This design comes from an exercise in tuning for small area, a short achievable clock period and few clock cycles per item on the open sky130 flow, not from production work.
At most, simulation tests tie the RTL to the original design; equivalence was not proved.
Power is estimated from default activity; no workload was simulated.

==> 11-13: inputs <==
## output_eval_top
module output_eval_top (
	input logic clk,
	input logic reset,
	input logic wb_cyc_i,
	input logic wb_stb_i,
	input logic wb_we_i,
	input logic [99:0] wb_dat_i,
	output logic [58:0] wb_dat_o,
	output logic wb_ack_o
);
==> flow/config.mk <==
export PLATFORM = sky130hd
export DESIGN_NAME = output_eval_top
export DESIGN_NICKNAME = output_eval_top
export VERILOG_FILES = /design/flow/design.v
export SDC_FILE = /design/flow/constraint.sdc
export NUM_CORES = 4
export LEC_CHECK = 0
export ABC_AREA = 1
export CAP_MARGIN = 20
export CORE_MARGIN = 2
export CORE_UTILIZATION = 40
export SETUP_SLACK_MARGIN = 3.4
export SLEW_MARGIN = 20
==> flow/constraint.sdc <==
create_clock -name core_clock -period 7.5 [get_ports {clk}]
set_input_delay 1.5000 -clock core_clock [delete_from_list [all_inputs] [get_ports {clk}]]
set_output_delay 1.5000 -clock core_clock [all_outputs]
set_load 0.01 [all_outputs]
standard.sh (not shown) runs the stock make flow with config.mk's settings and CLKGATE_MAP_FILE= SYNTH_SCRIPT=/design/flow/synth_recipe.tcl, a recipe that flattens the netlist after the stock synthesis.
==> flow/flow/run.sh <==
#!/bin/bash
set -euo pipefail
export BUFFER_PORTS_ARGS="-buffer_cell sky130_fd_sc_hd__buf_2"
bash standard.sh > standard.log 2>&1
==> inputs of 01-23, as changes to 11-13 <==
--- a/flow/design.v
+++ b/flow/design.v
@@ -31,15 +31,15 @@
 	localparam int RESULT_W = NEURONS * DATA_W + IDX_W + 1 + CNT_W;  
 endpackage
 `timescale 1ns/1ps
 module fxp_mul (
 	input logic [11:0] a_i,  
 	input logic y_i,  
 	input logic [11:0] d_i,  
-	output logic [27:0] t_o  
+	output logic [31:0] t_o  
 );
 	logic sat;  
 	logic [11:0] ap;  
 	logic neg0, one0, two0;
 	logic [12:0] pp0;
 	logic neg1, one1, two1;
 	logic [12:0] pp1;
@@ -106,16 +106,16 @@
 	logic s49, k49;
 	logic s50, k50;
 	logic s51, k51;
 	logic s52, k52;
 	logic s53, k53;
 	logic s54, k54;
 	logic s55, k55;
-	logic [11:0] la, lb;
-	logic [12:0] lsum;
+	logic [7:0] la, lb;
+	logic [8:0] lsum;
 	assign sat = y_i & a_i[11] & ~a_i[10] & ~a_i[9] & ~a_i[8];
 	assign ap = sat ? 12'h800 : {a_i[11:8] - {3'b000, y_i}, a_i[7:0]};
 	assign neg0 = d_i[1];
 	assign one0 = d_i[0] ^ 1'b0;
 	assign two0 = (d_i[1] & ~d_i[0] & ~1'b0) | (~d_i[1] & d_i[0] & 1'b0);
 	assign pp0[0] = ((ap[0] & one0) | (1'b0 & two0)) ^ neg0;
 	assign pp0[1] = ((ap[1] & one0) | (ap[0] & two0)) ^ neg0;
@@ -354,99 +354,101 @@
 	assign lb[4] = k37;
 	assign la[5] = s39;
 	assign lb[5] = k38;
 	assign la[6] = s40;
 	assign lb[6] = k39;
 	assign la[7] = s41;
 	assign lb[7] = k40;
-	assign la[8] = s42;
-	assign lb[8] = k41;
-	assign la[9] = s43;
-	assign lb[9] = k42;
-	assign la[10] = s44;
-	assign lb[10] = k43;
-	assign la[11] = s45;
-	assign lb[11] = k44;
 	assign lsum = la + lb;
-	assign t_o[0] = lsum[8];  
-	assign t_o[1] = lsum[9];  
-	assign t_o[2] = lsum[10];  
-	assign t_o[3] = lsum[11];  
-	assign t_o[4] = lsum[12];  
-	assign t_o[5] = s46;  
-	assign t_o[6] = k45;  
-	assign t_o[7] = s47;  
-	assign t_o[8] = k46;  
-	assign t_o[9] = s48;  
-	assign t_o[10] = k47;  
-	assign t_o[11] = s49;  
-	assign t_o[12] = k48;  
-	assign t_o[13] = s50;  
-	assign t_o[14] = k49;  
-	assign t_o[15] = s51;  
-	assign t_o[16] = k50;  
-	assign t_o[17] = s52;  
-	assign t_o[18] = k51;  
-	assign t_o[19] = s53;  
-	assign t_o[20] = k52;  
-	assign t_o[21] = s54;  
-	assign t_o[22] = k53;  
-	assign t_o[23] = s55;  
-	assign t_o[24] = k54;  
-	assign t_o[25] = ~pp5[12];  
-	assign t_o[26] = k55;  
-	assign t_o[27] = 1'b1;  
+	assign t_o[0] = s42;  
+	assign t_o[1] = k41;  
+	assign t_o[2] = s43;  
+	assign t_o[3] = k42;  
+	assign t_o[4] = s44;  
+	assign t_o[5] = k43;  
+	assign t_o[6] = s45;  
+	assign t_o[7] = k44;  
+	assign t_o[8] = s46;  
+	assign t_o[9] = k45;  
+	assign t_o[10] = s47;  
+	assign t_o[11] = k46;  
+	assign t_o[12] = s48;  
+	assign t_o[13] = k47;  
+	assign t_o[14] = s49;  
+	assign t_o[15] = k48;  
+	assign t_o[16] = s50;  
+	assign t_o[17] = k49;  
+	assign t_o[18] = s51;  
+	assign t_o[19] = k50;  
+	assign t_o[20] = s52;  
+	assign t_o[21] = k51;  
+	assign t_o[22] = s53;  
+	assign t_o[23] = k52;  
+	assign t_o[24] = s54;  
+	assign t_o[25] = k53;  
+	assign t_o[26] = s55;  
+	assign t_o[27] = k54;  
+	assign t_o[28] = ~pp5[12];  
+	assign t_o[29] = k55;  
+	assign t_o[30] = 1'b1;  
+	assign t_o[31] = lsum[8];  
 endmodule
 module fxp_mul_round (
-	input logic [27:0] t_i,
+	input logic [31:0] t_i,
 	output logic [11:0] p_o
 );
-	logic [11:0] ra, rb, qh;
-	logic [15:0] q;
-	assign ra[0] = t_i[5];
-	assign rb[0] = t_i[6];
-	assign ra[1] = t_i[7];
-	assign rb[1] = t_i[8];
-	assign ra[2] = t_i[9];
-	assign rb[2] = t_i[10];
-	assign ra[3] = t_i[11];
-	assign rb[3] = t_i[12];
-	assign ra[4] = t_i[13];
-	assign rb[4] = t_i[14];
-	assign ra[5] = t_i[15];
-	assign rb[5] = t_i[16];
-	assign ra[6] = t_i[17];
-	assign rb[6] = t_i[18];
-	assign ra[7] = t_i[19];
-	assign rb[7] = t_i[20];
-	assign ra[8] = t_i[21];
-	assign rb[8] = t_i[22];
-	assign ra[9] = t_i[23];
-	assign rb[9] = t_i[24];
-	assign ra[10] = t_i[25];
-	assign rb[10] = t_i[26];
-	assign ra[11] = t_i[27];
-	assign rb[11] = 1'b0;
-	assign qh = ra + rb + {11'd0, t_i[4]};
-	assign q = {qh, t_i[3:0]};
+	logic [15:0] ra, rb, q;
+	assign ra[0] = t_i[0];
+	assign rb[0] = t_i[1];
+	assign ra[1] = t_i[2];
+	assign rb[1] = t_i[3];
+	assign ra[2] = t_i[4];
+	assign rb[2] = t_i[5];
+	assign ra[3] = t_i[6];
+	assign rb[3] = t_i[7];
+	assign ra[4] = t_i[8];
+	assign rb[4] = t_i[9];
+	assign ra[5] = t_i[10];
+	assign rb[5] = t_i[11];
+	assign ra[6] = t_i[12];
+	assign rb[6] = t_i[13];
+	assign ra[7] = t_i[14];
+	assign rb[7] = t_i[15];
+	assign ra[8] = t_i[16];
+	assign rb[8] = t_i[17];
+	assign ra[9] = t_i[18];
+	assign rb[9] = t_i[19];
+	assign ra[10] = t_i[20];
+	assign rb[10] = t_i[21];
+	assign ra[11] = t_i[22];
+	assign rb[11] = t_i[23];
+	assign ra[12] = t_i[24];
+	assign rb[12] = t_i[25];
+	assign ra[13] = t_i[26];
+	assign rb[13] = t_i[27];
+	assign ra[14] = t_i[28];
+	assign rb[14] = t_i[29];
+	assign ra[15] = t_i[30];
+	assign rb[15] = 1'b0;
+	assign q = ra + rb + {15'd0, t_i[31]};
 	assign p_o = (q[15:11] == 5'b00000 || q[15:11] == 5'b11111) ? q[11:0] :
 		(q[15] ? 12'h800 : 12'h7ff);
 endmodule
 `timescale 1ns/1ps
 module output_eval_top (
 	input logic clk,
 	input logic reset,
 	input logic wb_cyc_i,
 	input logic wb_stb_i,
 	input logic wb_we_i,
 	input logic [99:0] wb_dat_i,
 	output logic [58:0] wb_dat_o,
 	output logic wb_ack_o
 );
-	localparam int TB = 28;  
+	localparam int TB = 32;  
 	logic wr;  
 	logic rd;  
 	logic held_q;  
 	logic [7:0] count_q;
 	logic [1:0] idx_q;
 	logic correct_q;
 	logic [4*TB-1:0] t_q;  
==> metrics.md <==
| Metric | Value |
|---|---|
| Status | finished clean |
| CP Max Fanout | 6 |
| Initial antenna violation count | 8 |
| Sw Share | 0.4445 |
| Final clock skew | ~3.0 ps |
| # diodes | 2 |
| Clock sinks | about 140 |
| Clock Power Share | 0.138 |
| Crit-path leading delay family | simple AND/OR/NAND/NOR gates |
-- figures above: 01-23

==> metrics.md <==
| Metric | Value |
|---|---|
| Status | finished clean |
| Drt first pass iters | 6 |
| Clock sinks | 120 |
| CP peak stage delay | 530 ps |
| Total CTS buffers | 17 |
| Final clock skew | 0.9335 ps |
| Clock Power Share | 0.104 |
| Initial antenna violation count | 4 |
| P_int | approximately 4.4 mW |
| # diodes | 3 |
| Sw Share | 0.4590 |
| Crit-path leading delay family | adder cells |
-- figures above: 11-13

Testbench counts of 01-23, summed over its fixed seeds: cycles 6,400, items 3,200.
Only the layout flow was run in 11-13; the RTL was not checked for function there.

---

==> run M <==
Another version of the RTL of output_eval_top (not shown whole).
export LEC_CHECK = 0
export ABC_AREA = 1
export CAP_MARGIN = 20
export CORE_MARGIN = 2
export CORE_UTILIZATION = 40
export CTS_BUF_LIST = sky130_fd_sc_hd__clkbuf_4 sky130_fd_sc_hd__clkbuf_8
export SETUP_SLACK_MARGIN = 3.15
export SLEW_MARGIN = 20
create_clock -name core_clock -period 7.5 [get_ports {clk}]
Scripts as last shown in full above: flow/flow/run.sh
==> inputs of run K, as changes to run M <==
--- a/flow/design.v
+++ b/flow/design.v
@@ -446,83 +446,83 @@
 	assign lG2_6 = lG1_6 | (lP1_6 & lG1_3);
 	assign lP2_6 = lP1_6 & lP1_3;
 	assign lG2_7 = lG1_7 | (lP1_7 & lG1_3);
 	assign lP2_7 = lP1_7 & lP1_3;
 	assign lG3_8 = lg[8] | (lp[8] & lG2_7);
 	assign lP3_8 = lp[8] & lP2_7;
 	assign lcarry = lG3_8;
-	assign t_o[0] = s41;  
-	assign t_o[1] = k40;  
-	assign t_o[2] = s42;  
+	assign t_o[0] = ~s41;  
+	assign t_o[1] = ~k40;  
+	assign t_o[2] = ~s42;  
 	assign t_o[3] = k41;  
-	assign t_o[4] = s43;  
-	assign t_o[5] = k42;  
-	assign t_o[6] = s44;  
-	assign t_o[7] = k43;  
-	assign t_o[8] = s45;  
-	assign t_o[9] = k44;  
+	assign t_o[4] = ~s43;  
+	assign t_o[5] = ~k42;  
+	assign t_o[6] = ~s44;  
+	assign t_o[7] = ~k43;  
+	assign t_o[8] = ~s45;  
+	assign t_o[9] = ~k44;  
 	assign t_o[10] = s46;  
-	assign t_o[11] = k45;  
+	assign t_o[11] = ~k45;  
 	assign t_o[12] = s47;  
 	assign t_o[13] = k46;  
 	assign t_o[14] = s48;  
 	assign t_o[15] = k47;  
-	assign t_o[16] = s49;  
+	assign t_o[16] = ~s49;  
 	assign t_o[17] = k48;  
-	assign t_o[18] = s50;  
-	assign t_o[19] = k49;  
+	assign t_o[18] = ~s50;  
+	assign t_o[19] = ~k49;  
 	assign t_o[20] = s51;  
-	assign t_o[21] = k50;  
+	assign t_o[21] = ~k50;  
 	assign t_o[22] = s52;  
 	assign t_o[23] = k51;  
-	assign t_o[24] = s53;  
+	assign t_o[24] = ~s53;  
 	assign t_o[25] = k52;  
 	assign t_o[26] = s54;  
-	assign t_o[27] = k53;  
+	assign t_o[27] = ~k53;  
 	assign t_o[28] = ~pp5[12];  
-	assign t_o[29] = k54;  
+	assign t_o[29] = ~k54;  
 	assign t_o[30] = 1'b1;  
-	assign t_o[31] = lcarry;  
+	assign t_o[31] = ~lcarry;  
 endmodule
 module fxp_mul_round (
 	input logic [31:0] t_i,
 	output logic [11:0] p_o
 );
 	logic [15:0] ra, rb;  
 	logic [15:0] q;
-	assign ra[0] = t_i[0];
-	assign rb[0] = t_i[1];
-	assign ra[1] = t_i[2];
+	assign ra[0] = ~t_i[0];
+	assign rb[0] = ~t_i[1];
+	assign ra[1] = ~t_i[2];
 	assign rb[1] = t_i[3];
-	assign ra[2] = t_i[4];
-	assign rb[2] = t_i[5];
-	assign ra[3] = t_i[6];
-	assign rb[3] = t_i[7];
-	assign ra[4] = t_i[8];
-	assign rb[4] = t_i[9];
+	assign ra[2] = ~t_i[4];
+	assign rb[2] = ~t_i[5];
+	assign ra[3] = ~t_i[6];
+	assign rb[3] = ~t_i[7];
+	assign ra[4] = ~t_i[8];
+	assign rb[4] = ~t_i[9];
 	assign ra[5] = t_i[10];
-	assign rb[5] = t_i[11];
+	assign rb[5] = ~t_i[11];
 	assign ra[6] = t_i[12];
 	assign rb[6] = t_i[13];
 	assign ra[7] = t_i[14];
 	assign rb[7] = t_i[15];
-	assign ra[8] = t_i[16];
+	assign ra[8] = ~t_i[16];
 	assign rb[8] = t_i[17];
-	assign ra[9] = t_i[18];
-	assign rb[9] = t_i[19];
+	assign ra[9] = ~t_i[18];
+	assign rb[9] = ~t_i[19];
 	assign ra[10] = t_i[20];
-	assign rb[10] = t_i[21];
+	assign rb[10] = ~t_i[21];
 	assign ra[11] = t_i[22];
 	assign rb[11] = t_i[23];
-	assign ra[12] = t_i[24];
+	assign ra[12] = ~t_i[24];
 	assign rb[12] = t_i[25];
 	assign ra[13] = t_i[26];
-	assign rb[13] = t_i[27];
+	assign rb[13] = ~t_i[27];
 	assign ra[14] = t_i[28];
-	assign rb[14] = t_i[29];
+	assign rb[14] = ~t_i[29];
 	assign ra[15] = t_i[30];
 	assign rb[15] = 1'b0;
 	logic [16:0] qg, qp;  
 	logic qG0_1;
 	logic qP0_1;
 	logic qG0_3;
 	logic qP0_3;
@@ -584,15 +584,15 @@
 	logic qP3_13;
 	logic qG3_14;
 	logic qP3_14;
 	logic qG3_15;
 	logic qP3_15;
 	logic qG4_16;
 	logic qP4_16;
-	assign qg[0] = t_i[31];
+	assign qg[0] = ~t_i[31];
 	assign qp[0] = 1'b0;
 	assign qg[1] = ra[0] & rb[0];
 	assign qp[1] = ra[0] ^ rb[0];
 	assign qg[2] = ra[1] & rb[1];
 	assign qp[2] = ra[1] ^ rb[1];
 	assign qg[3] = ra[2] & rb[2];
 	assign qp[3] = ra[2] ^ rb[2];
==> flow/flow/run.sh (replaced) <==
#!/bin/bash
set -euo pipefail
export BUFFER_PORTS_ARGS="-buffer_cell sky130_fd_sc_hd__buf_1"
bash standard.sh > standard.log 2>&1
--- a/flow/config.mk
+++ b/flow/config.mk
@@ -6,9 +6,9 @@
 export NUM_CORES = 4
 export LEC_CHECK = 0
 export ABC_AREA = 1
 export CAP_MARGIN = 20
 export CORE_MARGIN = 2
 export CORE_UTILIZATION = 40
 export CTS_BUF_LIST = sky130_fd_sc_hd__clkbuf_4 sky130_fd_sc_hd__clkbuf_8
-export SETUP_SLACK_MARGIN = 3.15
+export SETUP_SLACK_MARGIN = 3.0
 export SLEW_MARGIN = 20
==> inputs of run A, as changes to run M <==
--- a/flow/design.v
+++ b/flow/design.v
@@ -31,15 +31,15 @@
 	localparam int RESULT_W = NEURONS * DATA_W + IDX_W + 1 + CNT_W;  
 endpackage
 `timescale 1ns/1ps
 module fxp_mul (
 	input logic [11:0] a_i,  
 	input logic y_i,  
 	input logic [11:0] d_i,  
-	output logic [31:0] t_o  
+	output logic [35:0] t_o  
 );
 	logic sat;  
 	logic [11:8] dec;  
 	logic [11:0] ap;  
 	logic neg0, one0, two0;
 	logic [12:0] pp0;
 	logic onel0, twol0;  
@@ -112,42 +112,34 @@
 	logic s48, k48;
 	logic s49, k49;
 	logic s50, k50;
 	logic s51, k51;
 	logic s52, k52;
 	logic s53, k53;
 	logic s54, k54;
-	logic [7:0] la, lb;
-	logic [8:0] lg, lp;  
+	logic [5:0] la, lb;
+	logic [6:0] lg, lp;  
 	logic lG0_1;
 	logic lP0_1;
 	logic lG0_3;
 	logic lP0_3;
 	logic lG0_5;
 	logic lP0_5;
-	logic lG0_7;
-	logic lP0_7;
 	logic lG1_2;
 	logic lP1_2;
 	logic lG1_3;
 	logic lP1_3;
 	logic lG1_6;
 	logic lP1_6;
-	logic lG1_7;
-	logic lP1_7;
 	logic lG2_4;
 	logic lP2_4;
 	logic lG2_5;
 	logic lP2_5;
 	logic lG2_6;
 	logic lP2_6;
-	logic lG2_7;
-	logic lP2_7;
-	logic lG3_8;
-	logic lP3_8;
 	logic lcarry;  
 	assign sat = y_i & a_i[11] & ~a_i[10] & ~a_i[9] & ~a_i[8];
 	assign dec[8] = a_i[8] ^ y_i;
 	assign dec[9] = a_i[9] ^ (y_i & ~a_i[8]);
 	assign dec[10] = a_i[10] ^ (y_i & ~a_i[8] & ~a_i[9]);
 	assign dec[11] = a_i[11] ^ (y_i & ~a_i[8] & ~a_i[9] & ~a_i[10]);
 	assign ap = {dec[11] | sat, dec[10:8] & {3{~sat}}, a_i[7:0]};
@@ -397,101 +389,89 @@
 	assign lb[2] = s35;
 	assign la[3] = s36;
 	assign lb[3] = k35;
 	assign la[4] = s37;
 	assign lb[4] = k36;
 	assign la[5] = s38;
 	assign lb[5] = k37;
-	assign la[6] = s39;
-	assign lb[6] = k38;
-	assign la[7] = s40;
-	assign lb[7] = k39;
 	assign lg[0] = 1'b0;
 	assign lp[0] = 1'b0;
 	assign lg[1] = la[0] & lb[0];
 	assign lp[1] = la[0] ^ lb[0];
 	assign lg[2] = la[1] & lb[1];
 	assign lp[2] = la[1] ^ lb[1];
 	assign lg[3] = la[2] & lb[2];
 	assign lp[3] = la[2] ^ lb[2];
 	assign lg[4] = la[3] & lb[3];
 	assign lp[4] = la[3] ^ lb[3];
 	assign lg[5] = la[4] & lb[4];
 	assign lp[5] = la[4] ^ lb[4];
 	assign lg[6] = la[5] & lb[5];
 	assign lp[6] = la[5] ^ lb[5];
-	assign lg[7] = la[6] & lb[6];
-	assign lp[7] = la[6] ^ lb[6];
-	assign lg[8] = la[7] & lb[7];
-	assign lp[8] = la[7] ^ lb[7];
 	assign lG0_1 = lg[1] | (lp[1] & lg[0]);
 	assign lP0_1 = lp[1] & lp[0];
 	assign lG0_3 = lg[3] | (lp[3] & lg[2]);
 	assign lP0_3 = lp[3] & lp[2];
 	assign lG0_5 = lg[5] | (lp[5] & lg[4]);
 	assign lP0_5 = lp[5] & lp[4];
-	assign lG0_7 = lg[7] | (lp[7] & lg[6]);
-	assign lP0_7 = lp[7] & lp[6];
 	assign lG1_2 = lg[2] | (lp[2] & lG0_1);
 	assign lP1_2 = lp[2] & lP0_1;
 	assign lG1_3 = lG0_3 | (lP0_3 & lG0_1);
 	assign lP1_3 = lP0_3 & lP0_1;
 	assign lG1_6 = lg[6] | (lp[6] & lG0_5);
 	assign lP1_6 = lp[6] & lP0_5;
-	assign lG1_7 = lG0_7 | (lP0_7 & lG0_5);
-	assign lP1_7 = lP0_7 & lP0_5;
 	assign lG2_4 = lg[4] | (lp[4] & lG1_3);
 	assign lP2_4 = lp[4] & lP1_3;
 	assign lG2_5 = lG0_5 | (lP0_5 & lG1_3);
 	assign lP2_5 = lP0_5 & lP1_3;
 	assign lG2_6 = lG1_6 | (lP1_6 & lG1_3);
 	assign lP2_6 = lP1_6 & lP1_3;
-	assign lG2_7 = lG1_7 | (lP1_7 & lG1_3);
-	assign lP2_7 = lP1_7 & lP1_3;
-	assign lG3_8 = lg[8] | (lp[8] & lG2_7);
-	assign lP3_8 = lp[8] & lP2_7;
-	assign lcarry = lG3_8;
-	assign t_o[0] = s41;  
-	assign t_o[1] = k40;  
-	assign t_o[2] = s42;  
-	assign t_o[3] = k41;  
-	assign t_o[4] = s43;  
-	assign t_o[5] = k42;  
-	assign t_o[6] = s44;  
-	assign t_o[7] = k43;  
-	assign t_o[8] = s45;  
-	assign t_o[9] = k44;  
-	assign t_o[10] = s46;  
-	assign t_o[11] = k45;  
-	assign t_o[12] = s47;  
-	assign t_o[13] = k46;  
-	assign t_o[14] = s48;  
-	assign t_o[15] = k47;  
-	assign t_o[16] = s49;  
-	assign t_o[17] = k48;  
-	assign t_o[18] = s50;  
-	assign t_o[19] = k49;  
-	assign t_o[20] = s51;  
-	assign t_o[21] = k50;  
-	assign t_o[22] = s52;  
-	assign t_o[23] = k51;  
-	assign t_o[24] = s53;  
-	assign t_o[25] = k52;  
-	assign t_o[26] = s54;  
-	assign t_o[27] = k53;  
-	assign t_o[28] = ~pp5[12];  
-	assign t_o[29] = k54;  
-	assign t_o[30] = 1'b1;  
-	assign t_o[31] = lcarry;  
+	assign lcarry = lG2_6;
+	assign t_o[0] = s39;  
+	assign t_o[1] = k38;  
+	assign t_o[2] = s40;  
+	assign t_o[3] = k39;  
+	assign t_o[4] = s41;  
+	assign t_o[5] = k40;  
+	assign t_o[6] = s42;  
+	assign t_o[7] = k41;  
+	assign t_o[8] = s43;  
+	assign t_o[9] = k42;  
+	assign t_o[10] = s44;  
+	assign t_o[11] = k43;  
+	assign t_o[12] = s45;  
+	assign t_o[13] = k44;  
+	assign t_o[14] = s46;  
+	assign t_o[15] = k45;  
+	assign t_o[16] = s47;  
+	assign t_o[17] = k46;  
+	assign t_o[18] = s48;  
+	assign t_o[19] = k47;  
+	assign t_o[20] = s49;  
+	assign t_o[21] = k48;  
+	assign t_o[22] = s50;  
+	assign t_o[23] = k49;  
+	assign t_o[24] = s51;  
+	assign t_o[25] = k50;  
+	assign t_o[26] = s52;  
+	assign t_o[27] = k51;  
+	assign t_o[28] = s53;  
+	assign t_o[29] = k52;  
+	assign t_o[30] = s54;  
+	assign t_o[31] = k53;  
+	assign t_o[32] = ~pp5[12];  
+	assign t_o[33] = k54;  
+	assign t_o[34] = 1'b1;  
+	assign t_o[35] = lcarry;  
 endmodule
 module fxp_mul_round (
-	input logic [31:0] t_i,
+	input logic [35:0] t_i,
 	output logic [11:0] p_o
 );
-	logic [15:0] ra, rb;  
+	logic [17:0] ra, rb;  
 	logic [15:0] q;
 	assign ra[0] = t_i[0];
 	assign rb[0] = t_i[1];
 	assign ra[1] = t_i[2];
 	assign rb[1] = t_i[3];
 	assign ra[2] = t_i[4];
 	assign rb[2] = t_i[5];
@@ -516,16 +496,20 @@
 	assign ra[12] = t_i[24];
 	assign rb[12] = t_i[25];
 	assign ra[13] = t_i[26];
 	assign rb[13] = t_i[27];
 	assign ra[14] = t_i[28];
 	assign rb[14] = t_i[29];
 	assign ra[15] = t_i[30];
-	assign rb[15] = 1'b0;
-	logic [16:0] qg, qp;  
+	assign rb[15] = t_i[31];
+	assign ra[16] = t_i[32];
+	assign rb[16] = t_i[33];
+	assign ra[17] = t_i[34];
+	assign rb[17] = 1'b0;
+	logic [18:0] qg, qp;  
 	logic qG0_1;
 	logic qP0_1;
 	logic qG0_3;
 	logic qP0_3;
 	logic qG0_5;
 	logic qP0_5;
 	logic qG0_7;
@@ -534,14 +518,16 @@
 	logic qP0_9;
 	logic qG0_11;
 	logic qP0_11;
 	logic qG0_13;
 	logic qP0_13;
 	logic qG0_15;
 	logic qP0_15;
+	logic qG0_17;
+	logic qP0_17;
 	logic qG1_2;
 	logic qP1_2;
 	logic qG1_3;
 	logic qP1_3;
 	logic qG1_6;
 	logic qP1_6;
 	logic qG1_7;
@@ -550,14 +536,16 @@
 	logic qP1_10;
 	logic qG1_11;
 	logic qP1_11;
 	logic qG1_14;
 	logic qP1_14;
 	logic qG1_15;
 	logic qP1_15;
+	logic qG1_18;
+	logic qP1_18;
 	logic qG2_4;
 	logic qP2_4;
 	logic qG2_5;
 	logic qP2_5;
 	logic qG2_6;
 	logic qP2_6;
 	logic qG2_7;
@@ -584,15 +572,19 @@
 	logic qP3_13;
 	logic qG3_14;
 	logic qP3_14;
 	logic qG3_15;
 	logic qP3_15;
 	logic qG4_16;
 	logic qP4_16;
-	assign qg[0] = t_i[31];
+	logic qG4_17;
+	logic qP4_17;
+	logic qG4_18;
+	logic qP4_18;
+	assign qg[0] = t_i[35];
 	assign qp[0] = 1'b0;
 	assign qg[1] = ra[0] & rb[0];
 	assign qp[1] = ra[0] ^ rb[0];
 	assign qg[2] = ra[1] & rb[1];
 	assign qp[2] = ra[1] ^ rb[1];
 	assign qg[3] = ra[2] & rb[2];
 	assign qp[3] = ra[2] ^ rb[2];
@@ -618,14 +610,18 @@
 	assign qp[13] = ra[12] ^ rb[12];
 	assign qg[14] = ra[13] & rb[13];
 	assign qp[14] = ra[13] ^ rb[13];
 	assign qg[15] = ra[14] & rb[14];
 	assign qp[15] = ra[14] ^ rb[14];
 	assign qg[16] = ra[15] & rb[15];
 	assign qp[16] = ra[15] ^ rb[15];
+	assign qg[17] = ra[16] & rb[16];
+	assign qp[17] = ra[16] ^ rb[16];
+	assign qg[18] = ra[17] & rb[17];
+	assign qp[18] = ra[17] ^ rb[17];
 	assign qG0_1 = qg[1] | (qp[1] & qg[0]);
 	assign qP0_1 = qp[1] & qp[0];
 	assign qG0_3 = qg[3] | (qp[3] & qg[2]);
 	assign qP0_3 = qp[3] & qp[2];
 	assign qG0_5 = qg[5] | (qp[5] & qg[4]);
 	assign qP0_5 = qp[5] & qp[4];
 	assign qG0_7 = qg[7] | (qp[7] & qg[6]);
@@ -634,14 +630,16 @@
 	assign qP0_9 = qp[9] & qp[8];
 	assign qG0_11 = qg[11] | (qp[11] & qg[10]);
 	assign qP0_11 = qp[11] & qp[10];
 	assign qG0_13 = qg[13] | (qp[13] & qg[12]);
 	assign qP0_13 = qp[13] & qp[12];
 	assign qG0_15 = qg[15] | (qp[15] & qg[14]);
 	assign qP0_15 = qp[15] & qp[14];
+	assign qG0_17 = qg[17] | (qp[17] & qg[16]);
+	assign qP0_17 = qp[17] & qp[16];
 	assign qG1_2 = qg[2] | (qp[2] & qG0_1);
 	assign qP1_2 = qp[2] & qP0_1;
 	assign qG1_3 = qG0_3 | (qP0_3 & qG0_1);
 	assign qP1_3 = qP0_3 & qP0_1;
 	assign qG1_6 = qg[6] | (qp[6] & qG0_5);
 	assign qP1_6 = qp[6] & qP0_5;
 	assign qG1_7 = qG0_7 | (qP0_7 & qG0_5);
@@ -650,14 +648,16 @@
 	assign qP1_10 = qp[10] & qP0_9;
 	assign qG1_11 = qG0_11 | (qP0_11 & qG0_9);
 	assign qP1_11 = qP0_11 & qP0_9;
 	assign qG1_14 = qg[14] | (qp[14] & qG0_13);
 	assign qP1_14 = qp[14] & qP0_13;
 	assign qG1_15 = qG0_15 | (qP0_15 & qG0_13);
 	assign qP1_15 = qP0_15 & qP0_13;
+	assign qG1_18 = qg[18] | (qp[18] & qG0_17);
+	assign qP1_18 = qp[18] & qP0_17;
 	assign qG2_4 = qg[4] | (qp[4] & qG1_3);
 	assign qP2_4 = qp[4] & qP1_3;
 	assign qG2_5 = qG0_5 | (qP0_5 & qG1_3);
 	assign qP2_5 = qP0_5 & qP1_3;
 	assign qG2_6 = qG1_6 | (qP1_6 & qG1_3);
 	assign qP2_6 = qP1_6 & qP1_3;
 	assign qG2_7 = qG1_7 | (qP1_7 & qG1_3);
@@ -684,51 +684,55 @@
 	assign qP3_13 = qP2_13 & qP2_7;
 	assign qG3_14 = qG2_14 | (qP2_14 & qG2_7);
 	assign qP3_14 = qP2_14 & qP2_7;
 	assign qG3_15 = qG2_15 | (qP2_15 & qG2_7);
 	assign qP3_15 = qP2_15 & qP2_7;
 	assign qG4_16 = qg[16] | (qp[16] & qG3_15);
 	assign qP4_16 = qp[16] & qP3_15;
-	assign q[0] = qp[1] ^ qg[0];
-	assign q[1] = qp[2] ^ qG0_1;
-	assign q[2] = qp[3] ^ qG1_2;
-	assign q[3] = qp[4] ^ qG1_3;
-	assign q[4] = qp[5] ^ qG2_4;
-	assign q[5] = qp[6] ^ qG2_5;
-	assign q[6] = qp[7] ^ qG2_6;
-	assign q[7] = qp[8] ^ qG2_7;
-	assign q[8] = qp[9] ^ qG3_8;
-	assign q[9] = qp[10] ^ qG3_9;
-	assign q[10] = qp[11] ^ qG3_10;
-	assign q[11] = qp[12] ^ qG3_11;
-	assign q[12] = qp[13] ^ qG3_12;
-	assign q[13] = qp[14] ^ qG3_13;
-	assign q[14] = qp[15] ^ qG3_14;
-	assign q[15] = qp[16] ^ qG3_15;
+	assign qG4_17 = qG0_17 | (qP0_17 & qG3_15);
+	assign qP4_17 = qP0_17 & qP3_15;
+	assign qG4_18 = qG1_18 | (qP1_18 & qG3_15);
+	assign qP4_18 = qP1_18 & qP3_15;
+	assign q[0] = qp[3] ^ qG1_2;
+	assign q[1] = qp[4] ^ qG1_3;
+	assign q[2] = qp[5] ^ qG2_4;
+	assign q[3] = qp[6] ^ qG2_5;
+	assign q[4] = qp[7] ^ qG2_6;
+	assign q[5] = qp[8] ^ qG2_7;
+	assign q[6] = qp[9] ^ qG3_8;
+	assign q[7] = qp[10] ^ qG3_9;
+	assign q[8] = qp[11] ^ qG3_10;
+	assign q[9] = qp[12] ^ qG3_11;
+	assign q[10] = qp[13] ^ qG3_12;
+	assign q[11] = qp[14] ^ qG3_13;
+	assign q[12] = qp[15] ^ qG3_14;
+	assign q[13] = qp[16] ^ qG3_15;
+	assign q[14] = qp[17] ^ qG4_16;
+	assign q[15] = qp[18] ^ qG4_17;
 	logic hi_ok;  
 	logic in_range;  
-	assign hi_ok = ((ra[13] ^ rb[13]) == (ra[12] | rb[12])) &
-		((ra[14] ^ rb[14]) == (ra[13] | rb[13])) &
-		((ra[15] ^ rb[15]) == (ra[14] | rb[14]));
-	assign in_range = hi_ok & (qG3_12 == (ra[12] ^ rb[12]));
+	assign hi_ok = ((ra[15] ^ rb[15]) == (ra[14] | rb[14])) &
+		((ra[16] ^ rb[16]) == (ra[15] | rb[15])) &
+		((ra[17] ^ rb[17]) == (ra[16] | rb[16]));
+	assign in_range = hi_ok & (qG3_14 == (ra[14] ^ rb[14]));
 	assign p_o = in_range ? {~q[11], q[10:0]} :
 		(q[15] ? 12'h800 : 12'h7ff);
 endmodule
 `timescale 1ns/1ps
 module output_eval_top (
 	input logic clk,
 	input logic reset,
 	input logic wb_cyc_i,
 	input logic wb_stb_i,
 	input logic wb_we_i,
 	input logic [99:0] wb_dat_i,
 	output logic [58:0] wb_dat_o,
 	output logic wb_ack_o
 );
-	localparam int TB = 32;  
+	localparam int TB = 36;  
 	logic wr;  
 	logic rd;  
 	logic held_q;  
 	logic [7:0] count_q;
 	logic [1:0] idx_q;
 	logic correct_q;
 	logic [4*TB-1:0] t_q;  
--- a/flow/config.mk
+++ b/flow/config.mk
@@ -6,9 +6,9 @@
 export NUM_CORES = 4
 export LEC_CHECK = 0
 export ABC_AREA = 1
 export CAP_MARGIN = 20
 export CORE_MARGIN = 2
 export CORE_UTILIZATION = 40
 export CTS_BUF_LIST = sky130_fd_sc_hd__clkbuf_4 sky130_fd_sc_hd__clkbuf_8
-export SETUP_SLACK_MARGIN = 3.15
+export SETUP_SLACK_MARGIN = 3.0
 export SLEW_MARGIN = 20
==> summary.txt <==
Drt
  • Routed via count: 18,710
  • DR WL/cell: 17.64 um

Cells and area
  • Signal inverters: 520
  • Total Nets Final: 3,314
  • Post-Layout Inst Area: 24,680 um2

STA
  • Slew HR: 41.42%

Synthesis
  • Synthesized area: 22,180 um2
  • Cells after Synth: 2,664
  • Post-synth cell types: 64
  • Synth Area in Simple Gates: 15.22%

Clock network
  • Post-CTS Setup Inserts: 3

Floorplanning
  • Die span in y: 239.5 um
  • Die Wd: 239.5 um

Outcome
  • Status: complete, no violations
The numbers above come from run A.

==> summary.txt <==
Outcome
  • Status: complete, no violations

Drt
  • Met1 WL: 25.05 mm
  • DR WL/cell: 16.98 um
  • Final wirelength: 58.00 mm
  • Routed via count: 17,890

Cells and area
  • Post-Layout Inst Area: 24,520 um2
  • Signal inverters: 518

Synthesis
  • Cells after Synth: 2,544
  • Synth Area in Simple Gates: 12.06%
  • Post-synth cell types: 49
  • Synthesized area: 20,840 um2

Clock network
  • Clock root buffer master: clkbuf_8

Floorplanning
  • Die span in y: 232.3 um
  • Die Wd: 232.3 um

STA
  • Unrepaired setup endpoints after global routing: true
  • Slew HR: 41.94%

GRT
  • Largest net degree at the start of global routing: 65
The numbers above come from run M.

==> summary.txt <==
Synthesis
  • Cells after Synth: 2,469
  • Synth Area in Adders: 31.04%
  • Synth Area in Simple Gates: 12.57%
  • Synthesized area: 20,420 um2
  • Post-synth cell types: 43

Drt
  • DR WL/cell: 17.80 um

Outcome
  • Status: complete, no violations

Cells and area
  • Signal inverters: 457
  • Post-Layout Inst Area: 22,990 um2

STA
  • Slew HR: 35.51%
  • Tmin final: 4.436 ns
  • Final setup fails: 0

Clock network
  • Post-CTS Setup Inserts: 11
The numbers above come from run K.

Testbench counts of run K, summed over its fixed seeds: cycles 6,400, items 3,200.
Only the layout flow was run in run M and run A; the RTL was not checked for function there.

[afterwards: timing with drivers on the ports]
Ports are ideal in the flow. The routed layouts listed here were re-timed in OpenROAD. Step 1 assumes that a clkbuf_16 drives the clock port and a buf_2 every other input. Step 2 times the ports against the registers' clock, not the clock port: input delays grow and output delays shrink by t, the midpoint of the rising clock arrivals with the driver on. Three values: ideal, step 1, step 2; two values: the first two.
run	t (ns)	setup slack, ns	worst hold slack (ns)	latest minus earliest clock arrival (ns)	worst slew at a driven data input, ns
11-13	0.534	2.437 / 2.429 / 1.895	0.475 / 0.475 / 0.475	0.017 / 0.017	0.15
01-23	0.502	3.161 / 3.109 / 2.649	0.461 / 0.461 / 0.461	0.015 / 0.015	0.15
run M	0.557	3.171 / 3.197 / 2.646	0.472 / 0.472 / 0.472	0.020 / 0.020	0.09
run K	0.596	3.064 / 3.033 / 2.437	0.471 / 0.471 / 0.471	0.036 / 0.036	0.09
run A	0.613	3.040 / 3.035 / 2.422	0.475 / 0.475 / 0.475	0.028 / 0.028	0.12
After both steps setup and hold are still met in every run listed. The setup slack of run K, which loses most, moves by -0.031 ns with the drivers and by -0.627 ns with both steps.
